Source: an optimization exercise on an open RTL-to-GDS flow (aim: small area). Production flows keep margins and buffers that such runs may drop.
In this exercise RTL edits were held to simulation tests only and were not proved equivalent to the original.
Power is estimated from default activity; no workload was simulated.

== v22 ==
==> flow/design.v <==
`timescale 1ns/1ps
package corePkg;
    localparam int xlen = 32;
    localparam int regAddrW = 5;
    typedef logic [xlen-1:0] word_t;
    typedef logic [regAddrW-1:0] regIdx_t;
    typedef enum logic [6:0] {
        opLui    = 7'b0110111,
        opOpImm  = 7'b0010011,
        opOp     = 7'b0110011,
        opLoad   = 7'b0000011,
        opStore  = 7'b0100011,
        opBranch = 7'b1100011,
        opJal    = 7'b1101111,
        opOther  = 7'b0000000
    } opcode_t;
    typedef enum logic [1:0] {
        aluAdd,
        aluSub,
        aluPassB
    } aluOp_t;
    typedef enum logic [1:0] {
        resAlu,
        resMem,
        resPcPlus4
    } resultSrc_t;
    typedef struct packed {
        word_t      pc;
        word_t      rs1Val;
        word_t      rs2Val;
        word_t      imm;
        regIdx_t    rd;
        aluOp_t     aluOp;
        logic       aluSrcImm;
        resultSrc_t resultSrc;
        logic       regWrite;
        logic       memRead;
        logic       memWrite;
        logic       isBranch;
        logic       branchOnEqual;
        logic       isJal;
    } decoded_t;
endpackage
`timescale 1ns/1ps
`timescale 1ns/1ps
`timescale 1ns/1ps
`timescale 1ns/1ps
`timescale 1ns/1ps
`timescale 1ns/1ps
module fireCore #(
    parameter corePkg::word_t resetVector = 32'h0000_0000
) (
    input  logic           clock,
    input  logic           rst,
    output logic           arvalid,
    output corePkg::word_t araddr,
    input  logic           arready,
    input  logic           rvalid,
    input  corePkg::word_t rdata,
    output logic           rready,
    output logic           awvalid,
    output corePkg::word_t awaddr,
    input  logic           awready,
    output logic           wvalid,
    output corePkg::word_t wdata,
    input  logic           wready,
    input  logic           bvalid,
    output logic           bready
);
    localparam logic [2:0] stExec  = 3'd0;  
    localparam logic [2:0] stLoad  = 3'd1;  
    localparam logic [2:0] stSdata = 3'd2;  
    localparam logic [2:0] stCopy  = 3'd3;  
    localparam logic [2:0] stInit  = 3'd4;  
    logic [4:0]     cnt;
    logic [2:0]     state;
    logic           runQ;
    logic           arvQ;
    logic           awvQ;
    logic           wvQ;
    corePkg::word_t busR;
    corePkg::word_t nextPc;
    logic           aluCy;
    logic           incCy;
    logic           eqQ;
    logic [4:0]     rdSave;
    logic [6:0] opcode;
    logic [2:0] funct3;
    logic [6:0] funct7;
    logic [4:0] rdIdx;
    logic [4:0] rs1Idx;
    logic [4:0] rs2Idx;
    logic       isLui;
    logic       isAddi;
    logic       isAdd;
    logic       isSub;
    logic       isLw;
    logic       isSw;
    logic       isBr;
    logic       isBeq;
    logic       isJal;
    assign opcode = rdata[6:0];
    assign rdIdx  = rdata[11:7];
    assign funct3 = rdata[14:12];
    assign rs1Idx = rdata[19:15];
    assign rs2Idx = rdata[24:20];
    assign funct7 = rdata[31:25];
    assign isLui  = (opcode == 7'b0110111);
    assign isAddi = (opcode == 7'b0010011) && (funct3 == 3'b000);
    assign isAdd  = (opcode == 7'b0110011) && (funct3 == 3'b000) && (funct7 == 7'b0000000);
    assign isSub  = (opcode == 7'b0110011) && (funct3 == 3'b000) && (funct7 == 7'b0100000);
    assign isLw   = (opcode == 7'b0000011) && (funct3 == 3'b010);
    assign isSw   = (opcode == 7'b0100011) && (funct3 == 3'b010);
    assign isBr   = (opcode == 7'b1100011) && (funct3[2:1] == 2'b00);
    assign isBeq  = !funct3[0];
    assign isJal  = (opcode == 7'b1101111);
    logic c0;
    logic c31;
    logic precond;
    logic active;
    logic passEnd;
    assign c0  = (cnt == 5'd0);
    assign c31 = (cnt == 5'd31);
    always_comb begin
        case (state)
            stExec, stLoad: precond = rvalid;
            stSdata:        precond = !(awvQ && !awready);
            default:        precond = !(wvQ && !wready);
        endcase
    end
    assign active  = c0 ? precond : runQ;
    assign passEnd = active && c31;
    logic [31:0] rfOut;
    logic        rs1Bit;
    logic        rs2Bit;
    logic        wrEn;
    logic [4:0]  wrIdx;
    logic        wrBit;
    assign rfOut[0] = 1'b0;
    for (genvar r = 1; r < 32; r++) begin : gReg
        logic [31:0] ring;
        always_ff @(posedge clock) begin
            ring <= {(wrEn && wrIdx == 5'(r)) ? wrBit : ring[0], ring[31:1]};
        end
        assign rfOut[r] = ring[0];
    end
    assign rs1Bit = rfOut[rs1Idx];
    assign rs2Bit = rfOut[rs2Idx];
    logic [15:0] lowField;
    logic        m32;
    logic        m12;
    logic        m5;
    logic        lo12;
    logic        lo5;
    logic        immBit;
    logic        rdBit;
    assign lowField = {{4{rdata[31]}}, rdata[31:20]};
    assign m32  = rdata[cnt];
    assign m12  = lowField[cnt[3:0]];
    assign m5   = rdata[5'd7 + {2'b00, cnt[2:0]}];
    assign lo12 = (cnt < 5'd12);
    assign lo5  = (cnt < 5'd5);
    always_comb begin
        if (isLui) begin
            immBit = lo12 ? 1'b0 : m32;
        end else if (isJal) begin
            if (cnt == 5'd0)       immBit = 1'b0;
            else if (cnt < 5'd11)  immBit = m12;
            else if (cnt == 5'd11) immBit = rdata[20];
            else if (cnt < 5'd20)  immBit = m32;
            else                   immBit = rdata[31];
        end else if (opcode[5] && !opcode[4] && !opcode[2]) begin
            if (cnt == 5'd0)       immBit = !opcode[6] && rdata[7];
            else if (lo5)          immBit = m5;
            else if (cnt == 5'd11) immBit = opcode[6] ? rdata[7] : rdata[31];
            else if (lo12)         immBit = m12;
            else                   immBit = rdata[31];
        end else begin
            immBit = lo12 ? m12 : rdata[31];
        end
    end
    assign rdBit = (state == stExec) ? immBit : m32;
    logic pcBit;
    logic opA;
    logic opB;
    logic cin;
    logic sum;
    logic incBit;
    logic eqAll;
    logic taken;
    logic busIn;
    logic execWrite;
    assign pcBit = busR[0];
    assign opA = (isJal || isBr) ? pcBit : (isLui ? 1'b0 : rs1Bit);
    assign opB = ((isAdd || isSub) ? rs2Bit : rdBit) ^ isSub;
    assign cin = c0 ? isSub : aluCy;
    assign sum = opA ^ opB ^ cin;
    assign incBit = pcBit ^ incCy;
    assign eqAll = (c0 || eqQ) && (rs1Bit == rs2Bit);
    assign taken = isBr && (eqAll == isBeq);
    assign execWrite = isLui || isAddi || isAdd || isSub || isJal;
    always_comb begin
        wrIdx = rdIdx;
        wrBit = sum;
        wrEn  = 1'b0;
        busIn = nextPc[0];
        case (state)
            stExec: begin
                wrBit = isJal ? incBit : sum;
                wrEn  = active && execWrite;
                busIn = (isJal || isBr || isLw || isSw) ? sum : incBit;
            end
            stLoad: begin
                wrIdx = rdSave;
                wrBit = rdBit;
                wrEn  = active;
            end
            stSdata: busIn = rs2Bit;
            stInit:  busIn = resetVector[cnt];
            default: ;
        endcase
    end
    always_ff @(posedge clock) begin
        aluCy <= (opA & opB) | (opA & cin) | (opB & cin);
        incCy <= (cnt == 5'd1) || (incCy && pcBit && !c31);
        eqQ   <= eqAll;
        nextPc <= {(state == stExec && active) ? incBit : nextPc[0], nextPc[31:1]};
        if (active) begin
            busR <= {busIn, busR[31:1]};
        end
        if (state == stExec) begin
            rdSave <= rdIdx;
        end
    end
    always_ff @(posedge clock) begin
        if (rst) begin
            cnt   <= 5'd0;
            state <= stInit;
            runQ  <= 1'b0;
            arvQ  <= 1'b0;
            awvQ  <= 1'b0;
            wvQ   <= 1'b0;
        end else begin
            cnt  <= cnt + 5'd1;
            runQ <= active;
            if (arvQ && arready) arvQ <= 1'b0;
            if (awvQ && awready) awvQ <= 1'b0;
            if (wvQ && wready)   wvQ  <= 1'b0;
            if (passEnd) begin
                case (state)
                    stExec: begin
                        if (isLw) begin
                            arvQ  <= 1'b1;
                            state <= stLoad;
                        end else if (isSw) begin
                            awvQ  <= 1'b1;
                            state <= stSdata;
                        end else if (isBr && !taken) begin
                            state <= stCopy;
                        end else begin
                            arvQ  <= 1'b1;
                            state <= stExec;
                        end
                    end
                    stSdata: begin
                        wvQ   <= 1'b1;
                        state <= stCopy;
                    end
                    default: begin
                        arvQ  <= 1'b1;
                        state <= stExec;
                    end
                endcase
            end
        end
    end
    assign rready  = passEnd && (state == stLoad || state == stSdata
                                 || (state == stExec && !isSw));
    assign arvalid = arvQ;
    assign awvalid = awvQ;
    assign wvalid  = wvQ;
    assign araddr  = busR;
    assign awaddr  = busR;
    assign wdata   = busR;
    assign bready  = 1'b1;
endmodule
clock: 10.0 ns
lec_check: 0
cap_margin: 20
core_margin: 2
core_utilization: 60
slew_margin: 20
standard.sh (not shown) runs the stock make flow with config.mk's settings and CLKGATE_MAP_FILE= SYNTH_SCRIPT=/design/flow/synth_recipe.tcl, a recipe that flattens the netlist after the stock synthesis.
==> flow/flow/run.sh <==
#!/bin/bash
set -euo pipefail
bash standard.sh \
  "BUFFER_PORTS_ARGS=-buffer_cell sky130_fd_sc_hd__buf_1" \
  "CTS_ARGS=-sink_clustering_enable -repair_clock_nets -dont_use_dummy_load -buf_list {sky130_fd_sc_hd__clkbuf_8} -sink_clustering_size 20 -sink_clustering_max_diameter 60" \
  finish > make.log 2>&1
tail -n 20 make.log
v22 finished end to end and its layout was clean on timing, DRC and antenna.
Here is what was changed in the inputs of v16 compared with v22.
--- a/flow/design.v
+++ b/flow/design.v
@@ -147,38 +147,32 @@
     assign rs1Bit = rfOut[rs1Idx];
     assign rs2Bit = rfOut[rs2Idx];
-    logic [15:0] lowField;
-    logic        m32;
-    logic        m12;
-    logic        m5;
-    logic        lo12;
-    logic        lo5;
-    logic        immBit;
-    logic        rdBit;
-    assign lowField = {{4{rdata[31]}}, rdata[31:20]};
-    assign m32  = rdata[cnt];
-    assign m12  = lowField[cnt[3:0]];
-    assign m5   = rdata[5'd7 + {2'b00, cnt[2:0]}];
-    assign lo12 = (cnt < 5'd12);
-    assign lo5  = (cnt < 5'd5);
+    logic [4:0] selIdx;
+    logic       selZero;
+    logic       rdBit;
     always_comb begin
-        if (isLui) begin
-            immBit = lo12 ? 1'b0 : m32;
-        end else if (isJal) begin
-            if (cnt == 5'd0)       immBit = 1'b0;
-            else if (cnt < 5'd11)  immBit = m12;
-            else if (cnt == 5'd11) immBit = rdata[20];
-            else if (cnt < 5'd20)  immBit = m32;
-            else                   immBit = rdata[31];
-        end else if (opcode[5] && !opcode[4] && !opcode[2]) begin
-            if (cnt == 5'd0)       immBit = !opcode[6] && rdata[7];
-            else if (lo5)          immBit = m5;
-            else if (cnt == 5'd11) immBit = opcode[6] ? rdata[7] : rdata[31];
-            else if (lo12)         immBit = m12;
-            else                   immBit = rdata[31];
-        end else begin
-            immBit = lo12 ? m12 : rdata[31];
-        end
-    end
-    assign rdBit = (state == stExec) ? immBit : m32;
+        selIdx  = cnt;
+        selZero = 1'b0;
+        if (state == stExec) begin
+            if (isLui) begin
+                selZero = (cnt < 5'd12);
+            end else if (isJal) begin
+                if (cnt == 5'd0)       selZero = 1'b1;
+                else if (cnt < 5'd11)  selIdx  = cnt + 5'd20;
+                else if (cnt == 5'd11) selIdx  = 5'd20;
+                else if (cnt < 5'd20)  selIdx  = cnt;
+                else                   selIdx  = 5'd31;
+            end else if (opcode[5] && !opcode[4] && !opcode[2]) begin
+                if (cnt == 5'd0)       begin selZero = opcode[6]; selIdx = 5'd7; end
+                else if (cnt < 5'd5)   selIdx  = cnt + 5'd7;
+                else if (cnt < 5'd11)  selIdx  = cnt + 5'd20;
+                else if (cnt == 5'd11) selIdx  = opcode[6] ? 5'd7 : 5'd31;
+                else                   selIdx  = 5'd31;
+            end else begin
+                if (cnt < 5'd12)       selIdx  = cnt + 5'd20;
+                else                   selIdx  = 5'd31;
+            end
+        end
+    end
+    assign rdBit = !selZero && rdata[selIdx];
     logic pcBit;
     logic opA;
==> comparison <==
- Status | v16 and v22 | clean
- v16: number of instances in the placed design 4.5% above v22
- v16 against v22: minimum clock period after layout rose 0.92 ns; first-iteration DRC count up 112; average footprint of a synthesized cell down 4.2%; final hold slack rose by 0.015 ns; initial core utilization roughly the same.
- Row horizontal die dimension: v16 higher / v22 lower
- Delta (v16 minus v22): total chip power stayed essentially flat, worst path setup slack after routing down 0.92 ns, total non-filler cell area in the finished layout higher.
- rready as the critical path endpoint was reported by v22, and gReg[21].ring[31] by v16.

-- afterwards: timing with drivers on the ports --
The flow's constraints put no driver on any port. The routed layouts listed below were extracted and timed again, unchanged, in two steps.
Step 1, drivers: a clkbuf_16 drives clock and a buf_2 each remaining input, both assumed.
Step 2 moves the port delays by t, midway between the first and last clock arrival at a register: inputs arrive t later, outputs are due t later. That takes back most of the time a late clock gives input paths.
a / b / c = ideal / step 1 / step 2; a / b = the first two.
| run | t (ns) | setup slack, ns | worst setup path after step 2 |
|---|---|---|---|
| v22 | 0.640 | 4.395 / 4.366 / 3.772 | input to register |
| v16 | 0.644 | 3.479 / 3.496 / 2.852 | input to register |
After both steps setup and hold are still met in every run listed. The setup slack of v16, which loses most, moves by +0.017 ns with the drivers and by -0.627 ns with both steps.
